From an optimization exercise on the open Yosys and OpenROAD flow, aimed at a short achievable clock period and few clock cycles; shortcuts taken in it are not production practice.
Where RTL was checked, it was by simulation tests only, not by an equivalence proof against the original.
No functional check of the RTL was part of run 1.
Power figures rest on the tool's default switching activity, not on a simulated workload.

## design/flow/design.v

```verilog
module core_top (
    input  logic        clock,
    input  logic        reset_ALUop_2_3,
    output logic [15:0] pc_addr,
    input  logic [15:0] inst,
    output logic [15:0] mem_addr,
    output logic [15:0] mem_write_data,
    output logic        mem_write,
    input  logic [15:0] mem_read_data
);
    logic [15:0] pc;
    logic [15:0] regs [1:7];    
    logic        e_we;          
    logic        e_ld;          
    logic        e_st;          
    logic [2:0]  e_dest;
    logic [15:0] e_b;           
    logic [15:0] e_x;           
    logic [15:0] e_s;           
    logic        e_byp_b;       
    logic        e_byp_x;       
    logic        e_byp_s;       
    logic        e_byp;         
    logic        e_inv;         
    logic        e_cin;
    logic        e_add, e_and, e_or, e_xor, e_sll, e_srl;
    logic [3:0]  e_shamt;
    logic        m_ld;
    logic [2:0]  m_dest;
    logic [1:0]  cls;
    logic [2:0]  ra, rb;
    logic [3:0]  funct;
    logic [15:0] imm;
    logic        is_ld, is_st, is_li, is_rop;
    logic        f_add, f_sub, f_and, f_or, f_xor, f_sll, f_srl, f_ok;
    assign cls   = inst[15:14];
    assign ra    = inst[13:11];
    assign rb    = inst[10:8];
    assign funct = inst[7:4];
    assign imm   = {{8{inst[7]}}, inst[7:0]};
    assign is_ld  = (cls == 2'b00);
    assign is_st  = (cls == 2'b01);
    assign is_li  = (cls == 2'b10);
    assign is_rop = (cls == 2'b11);
    assign f_add = (funct == 4'd0);
    assign f_sub = (funct == 4'd1);
    assign f_and = (funct == 4'd2);
    assign f_or  = (funct == 4'd3);
    assign f_xor = (funct == 4'd4);
    assign f_sll = (funct == 4'd8);
    assign f_srl = (funct == 4'd9);
    assign f_ok  = f_add | f_sub | f_and | f_or | f_xor | f_sll | f_srl;
    logic [15:0] res;           
    logic [15:0] rf_a, rf_b;
    logic        hit_e_a, hit_e_b, hit_l_a, hit_l_b, hit_m_a, hit_m_b;
    logic [15:0] va, vb;
    assign rf_a = (ra == 3'd0) ? 16'd0 : regs[ra];
    assign rf_b = (rb == 3'd0) ? 16'd0 : regs[rb];
    assign hit_e_a = e_we && (e_dest == ra);
    assign hit_e_b = e_we && (e_dest == rb);
    assign hit_l_a = e_ld && (e_dest == ra);
    assign hit_l_b = e_ld && (e_dest == rb);
    assign hit_m_a = m_ld && (m_dest == ra);
    assign hit_m_b = m_ld && (m_dest == rb);
    assign va = hit_e_a ? res : hit_m_a ? mem_read_data : rf_a;
    assign vb = hit_e_b ? res : hit_m_b ? mem_read_data : rf_b;
    always_ff @(posedge clock or posedge reset_ALUop_2_3) begin
        if (reset_ALUop_2_3) begin
            pc   <= 16'd0;
            e_we <= 1'b0;
            e_ld <= 1'b0;
            e_st <= 1'b0;
        end else begin
            pc   <= pc + 16'd1;
            e_we <= (is_li || (is_rop && f_ok)) && (rb != 3'd0);
            e_ld <= is_ld && (ra != 3'd0);
            e_st <= is_st;
        end
    end
    always_ff @(posedge clock) begin
        e_dest  <= is_ld ? ra : rb;
        e_b     <= is_li ? 16'd0 : vb;
        e_x     <= (is_rop && !f_sub) ? va : (is_rop ? ~va : imm);
        e_s     <= va;
        e_byp_b <= hit_l_b && !is_li;
        e_byp_x <= hit_l_a && is_rop;
        e_byp_s <= hit_l_a && is_st;
        e_byp   <= (hit_l_b && !is_li) || (hit_l_a && is_rop);
        e_inv   <= is_rop && f_sub;
        e_cin   <= is_rop && f_sub;
        e_add   <= !is_rop || f_add || f_sub;
        e_and   <= is_rop && f_and;
        e_or    <= is_rop && f_or;
        e_xor   <= is_rop && f_xor;
        e_sll   <= is_rop && f_sll;
        e_srl   <= is_rop && f_srl;
        e_shamt <= inst[3:0];
    end
    logic [15:0] bb, xb, sum_m, sum_b, sum, other;
    assign bb = e_byp_b ? mem_read_data : e_b;
    assign xb = e_byp_x ? (e_inv ? ~mem_read_data : mem_read_data) : e_x;
    assign sum_m = e_b + e_x + {15'd0, e_cin};
    assign sum_b = bb + xb + {15'd0, e_cin};
    assign sum   = e_byp ? sum_b : sum_m;
    assign other = ({16{e_and}} & (bb & xb)) |
                   ({16{e_or}}  & (bb | xb)) |
                   ({16{e_xor}} & (bb ^ xb)) |
                   ({16{e_sll}} & (bb << e_shamt)) |
                   ({16{e_srl}} & (bb >> e_shamt));
    assign res = e_add ? sum : other;
    always_ff @(posedge clock or posedge reset_ALUop_2_3) begin
        if (reset_ALUop_2_3) begin
            for (int i = 1; i < 8; i++) regs[i] <= 16'd0;
        end else begin
            for (int i = 1; i < 8; i++) begin
                if (e_we && (e_dest == 3'(i)))
                    regs[i] <= res;
                else if (m_ld && (m_dest == 3'(i)))
                    regs[i] <= mem_read_data;
            end
        end
    end
    always_ff @(posedge clock or posedge reset_ALUop_2_3) begin
        if (reset_ALUop_2_3) begin
            mem_write <= 1'b0;
            m_ld      <= 1'b0;
        end else begin
            mem_write <= e_st;
            m_ld      <= e_ld;
        end
    end
    always_ff @(posedge clock) begin
        m_dest         <= e_dest;
        mem_addr       <= sum;
        mem_write_data <= e_byp_s ? mem_read_data : e_s;
    end
    assign pc_addr = pc;
endmodule
```

## design/flow/run.sh

```bash
#!/bin/bash
# synth_recipe.tcl (not shown) runs the flow's synth.tcl, then flattens the netlist and writes it again
# the make line also repeats each setting of config.mk as NAME=value (left out here)
make -C /OpenROAD-flow-scripts/flow DESIGN_CONFIG=/design/flow/config.mk WORK_HOME=/design/flow/orfs CLKGATE_MAP_FILE= SYNTH_SCRIPT=/design/flow/synth_recipe.tcl finish
```

## design/flow/config.mk

```make
export PLATFORM = sky130hd
export DESIGN_NAME = core_top
export DESIGN_NICKNAME = core_top
export VERILOG_FILES = /design/flow/design.v
export SDC_FILE = /design/flow/constraint.sdc
export NUM_CORES = 4
export LEC_CHECK = 0
export CAP_MARGIN = 20
export CORE_MARGIN = 2
export CORE_UTILIZATION = 40
export SLEW_MARGIN = 20
```

## design/flow/constraint.sdc

```tcl
create_clock -name core_clock -period 4.5 [get_ports {clock}]
set_input_delay 0.9000 -clock core_clock [delete_from_list [all_inputs] [get_ports {clock}]]
set_output_delay 0.9000 -clock core_clock [all_outputs]
set_load 0.01 [all_outputs]
```

==> results of run 1 <==
layout make-up:
type	count	area (um^2)	share of cell area
Clock buffer	42	856	0.0441
Clock inverter	10	68.8	0.00355
Inverter	70	268	0.0138
Tap cell	532	666	0.0343
Timing Repair Buffer	209	1760	0.0906
Sequential cell	234	5350	0.276
Multi-Input combinational cell	1401	10400	0.538
layout by cell type (no fill, tap or decap), types with 12 or more instances in the layout:
master / netlist / final
a31oi_1: 20 / 20
a221oi_1: 18 / 18
mux4_1: 14 / 14
nand2_1: 159 / 159
xor2_1: 20 / 20
a21oi_1: 171 / 171
clkbuf_16: 0 / 30
xnor2_1: 45 / 45
o21ai_0: 111 / 111
and3_1: 12 / 12
mux4_2: 38 / 38
nor2b_1: 32 / 32
mux2i_1: 141 / 141
inv_1: 68 / 67
dfrtp_1: 133 / 133
o211ai_1: 23 / 23
mux2_2: 57 / 57
buf_4: 6 / 126
nor3_1: 31 / 28
a22oi_1: 15 / 15
nand3_1: 20 / 20
a211oi_1: 55 / 55
nor2_1: 163 / 163
and2_1: 12 / 12
a21o_1: 13 / 13
ha_1: 47 / 47
clkdlybuf4s50_1: 0 / 76
dfxtp_1: 101 / 99
stage by stage:
step | setup slack (ns) | setup TNS (ns) | util
after floorplan | 0.0456 | 0 | -
after global placement | -0.293 | -2.03 | 0.450
after detailed placement | -0.297 | -2.04 | 0.450
after CTS | 0.276 | 0 | 0.473
after global routing | 0.0543 | 0 | 0.473
final | 0.308 | 0 | 0.473
sequential cells by signal, summed over array words and instances (netlist names), 3 cells and up:
| register | count |
|---|---|
| m_dest | 3 |
| mem_addr | 16 |
| regs | 112 |
| e_b | 16 |
| e_shamt | 4 |
| e_s | 16 |
| mem_write_data | 16 |
| e_dest | 3 |
| pc | 16 |
| e_x | 16 |
kinds of logic (layout without fill, tap and decap cells):
logic type               after synthesis  after routing  share of synthesized area
adder cells (fa/ha/maj)               51             51                     0.0400
AO/OA/AOI/OAI                        543            543                      0.214
multiplexers                         252            252                      0.198
XOR/XNOR                              65             65                     0.0341
flip-flops                           234            234                      0.320
AND/OR/NAND/NOR                      490            490                      0.135
buffers and inverters                239            331                     0.0599
final timing paths:
kind	from	end	slack (ns)	cells past startpoint
min in group asynchronous	reset_ALUop_2_3	regs[5][4]	0.76	2
max in group asynchronous	reset_ALUop_2_3	regs[4][14]	2.88	3
min	e_st	mem_write	0.35	0
max reg2reg	e_byp_b	regs[6][15]	0.74	15
max	mem_read_data[0]	e_x[14]	0.31	16
min reg2reg	e_st	mem_write	0.35	0
critical path, cell delays in order:
cell and delay, ns:
clkdlybuf4s50_1 0.50, xnor2_1 0.13, a21oi_1 0.10, inv_1 0.10, fa_1 0.22, inv_1 0.08, fa_1 0.45, a21o_1 0.22
a221oi_2 0.31, o211ai_1 0.20, a41oi_1 0.30, xnor2_1 0.14, a2111oi_2 0.42, o21ai_0 0.18, and2_1 0.20, a211oi_1 0.20
power by group:
group | internal, mW | switching [mW] | leakage (nW)
logic | 1.96 | 2.15 | 5.22
registers | 2.76 | 0.532 | 2.42
clock network | 1.32 | 0.943 | 0.461
total | 6.04 | 3.63 | 8.11
routing by layer:
metal	track usage	wire length, um	vias to the layer above
li1	-	-	6967
met1	0.347	24400	7211
met2	0.447	27900	599
met3	0.0355	3780	137
met4	0.108	2440	0
met5	0	0	-
==> flow_summary.yaml, run 1 <==
clocking:
  numCtsBuffers: 28
  cts.path.max_buffers: 3
  cts-root-buf: "clkbuf_16"
  cts_tree: "yes"
  clk_latency_ns: 0.57
  postCtsHoldBufs: 0
  htreeDepth: 1
  cts_resized: 0
  clkSinkCount: 234
  post_cts_buffers: 0
  clk_pin_slew_ns: 0.06
routing:
  vias: 14900
  drt_first_pass_iters: 5
  routed_wl_um: 58500
  drc: 0
  first_iter_violations: 1369
  routedWlPerCell_um: 23.4
  ant_nets: 0
  avgViaCountPerCell: 5.97
place:
  placed_cell_area_um2: 18500
  dp_cells: 2446
  numPortBuffers: 82
  hpwlAfterDp_um: 42300
  place.gp.congestion: 0.958
grt:
  grt_pass1_wl_um: 89300
  grt_overflow: 0
  grt.total_usage: 0.266
  antenna_found_initial: 1
  grt_pass1_vias: 14400
  grt_max_degree: 81
cells_and_area:
  stdcell_area_um2: 19400
  drive_gt1_frac: 0.162
  fin_nets: 2029
  area_growth_pct: 16.1
  fin_cells: 2498
  n_fill_cell: 3910
  num_antenna_cells: 0
sta:
  tightest_slew_ns: 1.01
  timing.hold.ws_ns: 0.350
  fin_skew_ns: 0.0290
  hold_viol: 0
  max_freq_ghz: 0.239
  fin_crit_sh: 0.932
  rsz0062_at_grt: "no"
  setup_violations: 0
  post-route-min-period_ns: 4.19
  maxSlewHeadroom: 0.326
  slew_violations: 0
flow_run:
  cap_viol_max_count: 0
synthesis:
  synth_common_cells: "a21oi_1, nor2_1, nand2_1, mux2i_1, dfrtp_1"
  yosysTopAreaCell: "dfrtp_1"
  synthCells: 1874
  yosysMostFrequentCell: "a21oi_1"
  synthTopCellsByArea: "dfrtp_1, dfxtp_1, mux2i_1, a21oi_1, mux4_2"
  synth-warning-count: 18
  synth-seq-cells: 234
  yosysSeqAreaShare: 0.320
  syn-num-nets: 1959
  syn_area_um2: 16700
  synth-main-ff-cell: "dfrtp_1"
  synth_edf_count: 0
  async_flop_share: 0.568
  synth.distinct_cells: 92
  synth_top_area_share: 0.199
  synth.avg_cell_area_um2: 8.92
die:
  die_h_um: 208
  die_w_um: 208
  start_util: 0.408
  rows: 74
  core_region_area_um2: 41000
  die_area_um2: 43400
  io_pins: 83
power:
  p_leak_nw: 8.11
  p_per_area_nw_per_um2: 498
  p_total_mw: 9.66
  ir_worst_vdd_uv: 327
setup_path:
  worstPathArrival_ns: 4.66
  path_class: "in -> reg"
  start_kind: "input pin"
  critPathMaxFanout: 3
  endpoint_kind: "flop"
  cp.required_ns: 4.97
status:
  status: "complete, no violations"
min_path:
  hp-class: "reg -> reg"
==> inputs of run 2 (changes only) <==
--- a/design/flow/design.v
+++ b/design/flow/design.v
@@ -101,4 +101,7 @@
     assign xb = e_byp_x ? (e_inv ? ~mem_read_data : mem_read_data) : e_x;
-    assign sum_m = e_b + e_x + {15'd0, e_cin};
-    assign sum_b = bb + xb + {15'd0, e_cin};
+    logic [16:0] sum_m17, sum_b17;
+    assign sum_m17 = {e_b, 1'b1} + {e_x, e_cin};    
+    assign sum_b17 = {bb, 1'b1} + {xb, e_cin};
+    assign sum_m   = sum_m17[16:1];
+    assign sum_b   = sum_b17[16:1];
     assign sum   = e_byp ? sum_b : sum_m;
--- a/design/flow/config.mk
+++ b/design/flow/config.mk
@@ -7,2 +7,3 @@
 export LEC_CHECK = 0
+export ABC_CLOCK_PERIOD_IN_PS = 1500
 export CAP_MARGIN = 20
@@ -10,2 +11,3 @@
 export CORE_UTILIZATION = 40
+export SETUP_SLACK_MARGIN = 2.5
 export SLEW_MARGIN = 20
==> run 2 against run 1 <==
Still clean. Die area is 0.63% lower. Worst setup slack better by 0.72 ns. Total power grew 16%. Hold slack improved by 0.00057 ns. Sequential share of layout area decreased by 2.9 points. Design area rose by 12%. Clock skew is 0.011 ns lower. Wire length increased by 11%. Area after synthesis is 0.64% lower. Sequential power barely moved. Global-route usage rose by 2.0 points. Highest routed layer unchanged.
==> flow_summary.yaml, run 2 <==
status:
  status: "complete, no violations"
sta:
  max_freq_ghz: 0.288
  timing.final.ws_setup_ns: 1.02
  rsz0062_at_grt: "yes"
  maxSlewHeadroom: 0.413
  tightest_slew_ns: 0.881
  hold_viol: 0
  finalSetupTns_ns: 0
  slew_violations: 0
  fin_crit_sh: 0.772
  post-route-min-period_ns: 3.48
  fin_skew_ns: 0.0177
  setup_violations: 0
synthesis:
  synth.avg_cell_area_um2: 8.70
  synthAdderAreaFrac: 0.0386
  yosysSeqAreaShare: 0.322
  synth_common_cells: "a21oi_1, nand2_1, nor2_1, clkbuf_1, dfrtp_1"
  synth_top_family_by_area: "compound AO/OA/AOI/OAI gates"
  synth_compound_area_frac: 0.236
  async_flop_share: 0.568
  synth_top_area_share: 0.200
  synth_edf_count: 0
  synth-warning-count: 18
  syn-num-nets: 1993
  synthTopCellsByArea: "dfrtp_1, dfxtp_1, mux2i_1, mux4_2, a21oi_1"
  synthCells: 1909
  synth_mux_area_frac: 0.176
  syn_area_um2: 16600
  synthXorXnorAreaFrac: 0.0343
  yosysMostFrequentCell: "a21oi_1"
  synth_simple_gate_area_frac: 0.139
  synth.distinct_cells: 86
  synth-main-ff-cell: "dfrtp_1"
  yosysTopAreaCell: "dfrtp_1"
  synth-seq-cells: 234
clocking:
  cts_tree: "yes"
  cts.path.max_buffers: 3
  clkSinkCount: 234
  htreeDepth: 1
  clk_latency_ns: 0.59
  numCtsBuffers: 29
  clk_pin_slew_ns: 0.06
  cts-root-buf: "clkbuf_16"
  postCtsHoldBufs: 0
die:
  start_util: 0.406
  die_area_um2: 43200
  rows: 74
  io_pins: 83
  die_h_um: 208
  die_w_um: 208
  core_region_area_um2: 40900
place:
  dp_slack_ns: 0.0825
  placed_cell_area_um2: 18400
  numPortBuffers: 82
  hpwlAfterDp_um: 43900
  place.gp.congestion: 0.937
setup_path:
  path_delay_family: "compound AO/OA/AOI/OAI gates"
  r2r-start: "e_byp_b"
  critPathMaxFanout: 4
  cp.required_ns: 4.98
  startpoint: "e_byp_b"
  start_kind: "flop"
  endpoint_kind: "flop"
  slowest_stage: "o31ai_4"
  worstPathArrival_ns: 3.96
  reg2reg_depth: 14
  path_class: "reg -> reg"
  timing.critical_path.buf_inv: 3
  worst_path_most_repeated_cell: "buf_6"
  path_depth: 14
  path_cells: "buf_6 -> buf_6 -> mux2_4 -> ha_4 -> buf_6 -> o21ai_4 -> o21a_4 -> or2_4 -> o31ai_4 -> a2111oi_4 -> a211oi_4 -> a31oi_4 -> o21a_1 -> o211a_1"
  slowest_delay_ns: 0.38
grt:
  antenna_found_initial: 0
  grt_pass1_vias: 15700
  grt.total_usage: 0.286
  grt_max_degree: 134
  busiest_layer: "met2"
  grt_pass1_wl_um: 96700
  met1_usage: 0.366
  gr-usage-met2: 0.489
  grt_use_met3: 0.0328
  grt_overflow: 0
power:
  ir_worst_vdd_uv: 294
  p_per_area_nw_per_um2: 514
  p_leak_nw: 8.93
  p_total_mw: 11.2
cells_and_area:
  stdcell_area_um2: 21800
  fin_nets: 2172
  num_antenna_cells: 0
  largest_reg_flops: 112
  layout_commonest_cell: "buf_4"
  utilization: 0.533
  area_growth_pct: 31.4
  drive_gt1_frac: 0.340
  regMostFlops: "regs"
  layout_common_cells: "buf_4, nand2_1, a21oi_1, nor2_1, dfrtp_1"
routing:
  drt_first_pass_iters: 8
  first_iter_violations: 1592
  routed_wl_um: 65100
  ant_nets: 0
  avgViaCountPerCell: 6.17
  routedWlPerCell_um: 24.7
  vias: 16300
  drc: 0
min_path:
  min_path_cells: 0
  min_from: "e_st"
  hp-class: "reg -> reg"
flow_run:
  cap_viol_max_count: 0
-- run 2: cell types whose count changed after synthesis, sizes merged, moves of 9 or more --
| cell | previous run | this run |
|---|---|---|
| a21oi | 173 | 192 |
| nand2 | 159 | 169 |
| inv | 70 | 55 |
| a211oi | 56 | 79 |
| o21a | 8 | 20 |
| clkbuf | 125 | 135 |
| mux2i | 143 | 113 |
| buf | 44 | 34 |
| o211ai | 23 | 32 |
| nor2b | 32 | 41 |
| o21ai | 120 | 131 |
-- run 2: repair_timing --
action	4_1_cts	5_1_grt
pin swaps	59	68
setup endpoints to repair	225	194
buffers inserted	74	72
gates resized for setup	398	198
hold endpoints to repair	0	0
cloned	1	0
-- run 2: per-stage QoR --
stage / std cells / hold WS, ns
2_1_floorplan: 1909 / 0.329
3_3_place_gp: 2442 / 0.338
3_5_place_dp: 2442 / 0.340
4_1_cts: 2567 / 0.353
5_1_grt: 2639 / 0.369
6_report: 2639 / 0.351
-- run 2: logic make-up after synthesis --
family,count (synthesis)
compound gates,604
simple gates,507
flops,234
buf+inv,226
mux,223
xor+xnor,65
fa+ha+maj,50
-- run 2: per-layer routing --
layer / routed length [um] / up-vias
met2: 31400 / 708
met1: 26200 / 8062
met4: 3230 / 0
met5: 0 / -
met3: 4310 / 165
li1: - / 7336
-- run 2: final cells by class --
type | count | area, um^2
clock buffer | 35 | 798
clock inverter | 15 | 216
multi-input combinational | 1449 | 11800
sequential | 234 | 5380
tap | 532 | 666
inverter | 57 | 218
fill | 3726 | 19100
timing repair buffer | 317 | 2750
-- run 2: worst register-to-register path: stages, from the launching register on --
cell	delay [ns]
dfxtp_4	0.35
buf_6	0.13
buf_6	0.12
mux2_4	0.32
ha_4	0.29
buf_6	0.11
o21ai_4	0.07
o21a_4	0.25
or2_4	0.25
o31ai_4	0.38
a2111oi_4	0.14
a211oi_4	0.34
a31oi_4	0.17
o21a_1	0.22
o211a_1	0.22
-- run 2: path summary, 6_finish.rpt --
kind	endpoint	slack, ns
max reg2reg	e_x[14]	1.02
min	mem_write	0.35
max	e_x[14]	1.02
max in group asynchronous	pc[6]	2.95
min reg2reg	mem_write	0.35
min in group asynchronous	regs[2][0]	0.78
-- run 2: where the power goes --
group / total [mW] / leakage [nW] / switching [mW] / internal [mW]
combinational: 5.40 / 6.01 / 2.77 / 2.62
clock: 2.53 / 0.502 / 1.02 / 1.50
sequential: 3.30 / 2.42 / 0.555 / 2.75
total: 11.2 / 8.93 / 4.35 / 6.87
Testbench counts of run 2, summed over its fixed seeds: cycles 19,632.
==> inputs of run 3 (changes only) <==
--- a/design/flow/config.mk
+++ b/design/flow/config.mk
@@ -7,3 +7,3 @@
 export LEC_CHECK = 0
-export ABC_CLOCK_PERIOD_IN_PS = 1500
+export ABC_CLOCK_PERIOD_IN_PS = 2000
 export CAP_MARGIN = 20
@@ -11,3 +11,3 @@
 export CORE_UTILIZATION = 40
-export SETUP_SLACK_MARGIN = 2.5
+export SETUP_SLACK_MARGIN = 2.0
 export SLEW_MARGIN = 20
==> run 3 against run 2 <==
Still clean on timing, DRC and antenna. Die area is the same. Global-route usage is 0.67 points higher. Fmax rose by 2.3%. Sequential cell count unchanged. Worst setup slack better by 0.077 ns. Count of clock-buffer cells in the layout grew 10. Design area increased by 3.0%. Non-clock buffer count increased by 22.
==> flow_summary.yaml, run 3 <==
grt:
  grt.total_usage: 0.293
  grt_overflow: 0
  grt_max_degree: 101
  grt_pass1_vias: 16000
  grt_pass1_wl_um: 98900
  antenna_found_initial: 1
sta:
  slew_violations: 0
  tightest_slew_ns: 0.959
  max_freq_ghz: 0.294
  rsz0062_at_grt: "yes"
  post-route-min-period_ns: 3.40
  finalSetupTns_ns: 0
  hold_viol: 0
  maxSlewHeadroom: 0.357
  timing.final.ws_setup_ns: 1.10
  fin_skew_ns: 0.0250
  fin_crit_sh: 0.755
  setup_violations: 0
cells_and_area:
  num_antenna_cells: 0
  regMostFlops: "regs"
  layout_common_cells: "buf_4, nand2_1, nor2_1"
  n_fill_cell: 3613
  largest_reg_flops: 112
  layout_commonest_cell: "buf_4"
  area_growth_pct: 35.3
  fin_nets: 2194
  drive_gt1_frac: 0.331
clocking:
  cts.path.max_buffers: 3
  cts-root-buf: "clkbuf_16"
  cts_tree: "yes"
  numCtsBuffers: 29
  clk_latency_ns: 0.59
  htreeDepth: 1
  clk_pin_slew_ns: 0.07
  clkSinkCount: 234
synthesis:
  yosysMostFrequentCell: "a21oi_1"
  syn_area_um2: 16600
  synth_top_family_by_area: "compound AO/OA/AOI/OAI gates"
  synth.distinct_cells: 86
  synth_edf_count: 0
  synth_common_cells: "a21oi_1, nand2_1, nor2_1, clkbuf_1, dfrtp_1"
  synth-seq-cells: 234
  synth.avg_cell_area_um2: 8.70
  synth_simple_gate_area_frac: 0.139
  synth_compound_area_frac: 0.236
  yosysTopAreaCell: "dfrtp_1"
  synthTopCellsByArea: "dfrtp_1, dfxtp_1, mux2i_1, mux4_2, a21oi_1"
  async_flop_share: 0.568
  synthCells: 1909
  synth_mux_area_frac: 0.176
  synthXorXnorAreaFrac: 0.0343
  synthAdderAreaFrac: 0.0386
  synth-main-ff-cell: "dfrtp_1"
  synth-warning-count: 18
  yosysSeqAreaShare: 0.322
  synth_top_area_share: 0.200
  syn-num-nets: 1993
setup_path:
  endpoint_kind: "flop"
  reg2reg_depth: 16
  critPathMaxFanout: 7
  worstPathArrival_ns: 3.93
  start_kind: "flop"
  cp.required_ns: 5.03
  path_class: "reg -> reg"
status:
  status: "complete, no violations"
power:
  ir_worst_vdd_uv: 326
  p_total_mw: 11.5
  p_per_area_nw_per_um2: 512
  p_leak_nw: 9.11
routing:
  drt_first_pass_iters: 6
  routed_wl_um: 65800
  ant_nets: 0
  first_iter_violations: 1429
  vias: 16300
  routedWlPerCell_um: 24.7
  drc: 0
  avgViaCountPerCell: 6.11
place:
  dp_slack_ns: 0.0186
  place.gp.congestion: 0.984
  hpwlAfterDp_um: 44700
  numPortBuffers: 82
flow_run:
  cap_viol_max_count: 0
die:
  die_w_um: 208
  core_region_area_um2: 40900
  die_h_um: 208
  start_util: 0.406
  rows: 74
  die_area_um2: 43200
  io_pins: 83
min_path:
  min_path_cells: 0
  hp-class: "reg -> reg"
-- run 3: cell type report --
cell class / instances / area (um^2) / share of cell area
repair buffers: 339 / 3290 / 0.147
clock inverters: 9 / 86.3 / 0.00384
well taps: 532 / 666 / 0.0296
flip-flops and latches: 234 / 5380 / 0.239
multi-input cells: 1449 / 11900 / 0.531
clock buffers: 45 / 900 / 0.0400
inverters: 57 / 218 / 0.00969
-- run 3: power breakdown --
part           switching, mW  internal [mW]  total [mW]
clock network          0.994           1.43        2.43
registers              0.562           2.75        3.31
logic                   2.85           2.92        5.77
total                   4.41           7.11        11.5
-- run 3: cells by family (layout without fill, tap and decap cells) --
family / count (synthesis) / in the layout
AO/OA/AOI/OAI: 604 / 604
XOR/XNOR: 65 / 65
adder cells (fa/ha/maj): 50 / 50
buffers and inverters: 226 / 450
flip-flops: 234 / 234
multiplexers: 223 / 223
AND/OR/NAND/NOR: 507 / 507
-- run 3: layer usage --
layer  GRT usage  up-vias  wire length, um
met5           0        -                0
met4       0.139        0             3190
met3      0.0474      163             4350
met2       0.489      677            31900
met1       0.370     8077            26300
li1            -     7364                -
-- run 3: final timing paths --
check                                   end             from  slack (ns)
worst max-delay path            regs[3][11]            e_cin        1.10
worst max register to register  regs[3][11]            e_cin        1.10
worst min register to register    mem_write             e_st        0.35
min in group asynchronous        regs[5][0]  reset_ALUop_2_3        0.63
worst min-delay path              mem_write             e_st        0.35
max in group asynchronous             pc[6]  reset_ALUop_2_3        3.02
-- run 3: critical path, stage by stage, from the launching register on --
cell and delay (ns):
dfxtp_4 0.41, buf_4 0.16, xnor2_2 0.13, a21oi_2 0.20
ha_4 0.24, a21o_1 0.16, or3_4 0.34, buf_4 0.15
o211ai_1 0.22, buf_4 0.18, o21ai_2 0.06, xnor2_1 0.13
mux2i_2 0.30, o22ai_2 0.18, buf_6 0.17, o211ai_1 0.16
o21a_1 0.14
-- run 3: through the flow --
| stage | utilization | std cells | hold WS [ns] | area (um^2) |
|---|---|---|---|---|
| after global routing | 0.549 | 2665 | 0.354 | 22500 |
| after detailed placement | 0.451 | 2453 | 0.339 | 18500 |
| after global placement | 0.451 | 2453 | 0.335 | 18500 |
| after CTS | 0.520 | 2610 | 0.352 | 21300 |
| final | 0.549 | 2665 | 0.350 | 22500 |
| after floorplan | - | 1909 | 0.329 | 17100 |
-- run 3: timing repair --
item,CTS,global route
buffers inserted,99,55
hold buffers,0,0
endpoints found under the setup margin,178,175
pin swaps,64,86
gates resized for setup,250,194
gates cloned,4,0

## re-timing with driven ports
The flow's constraints put no driver on any port. The routed layouts listed below were extracted and timed again, unchanged, in two steps.
Step 1: set_driving_cell puts a clkbuf_16 on clock and a buf_2 on each other input, an assumption about the parent block.
Step 2 adds t to the input delays and takes it off the output delays; t is the mean of the earliest and latest rising clock arrival at the registers after step 1. Input paths then give back, and output paths get back, about the clock's delay inside the block.
a / b / c = ideal / step 1 / step 2; a / b = the first two.
run | t, ns | setup WS [ns] | worst data-port slew with drivers (ns)
run 1 | 0.611 | 0.308 / 0.318 / -0.293 | 0.05
run 2 | 0.643 | 1.024 / 1.024 / 0.533 | 0.06
run 3 | 0.633 | 1.101 / 1.101 / 0.524 | 0.07
Met with ideal ports but missed after step 2: setup timing in run 1. For run 1, which loses most, drivers alone change the setup slack by +0.010 ns; drivers and shift together by -0.601 ns.
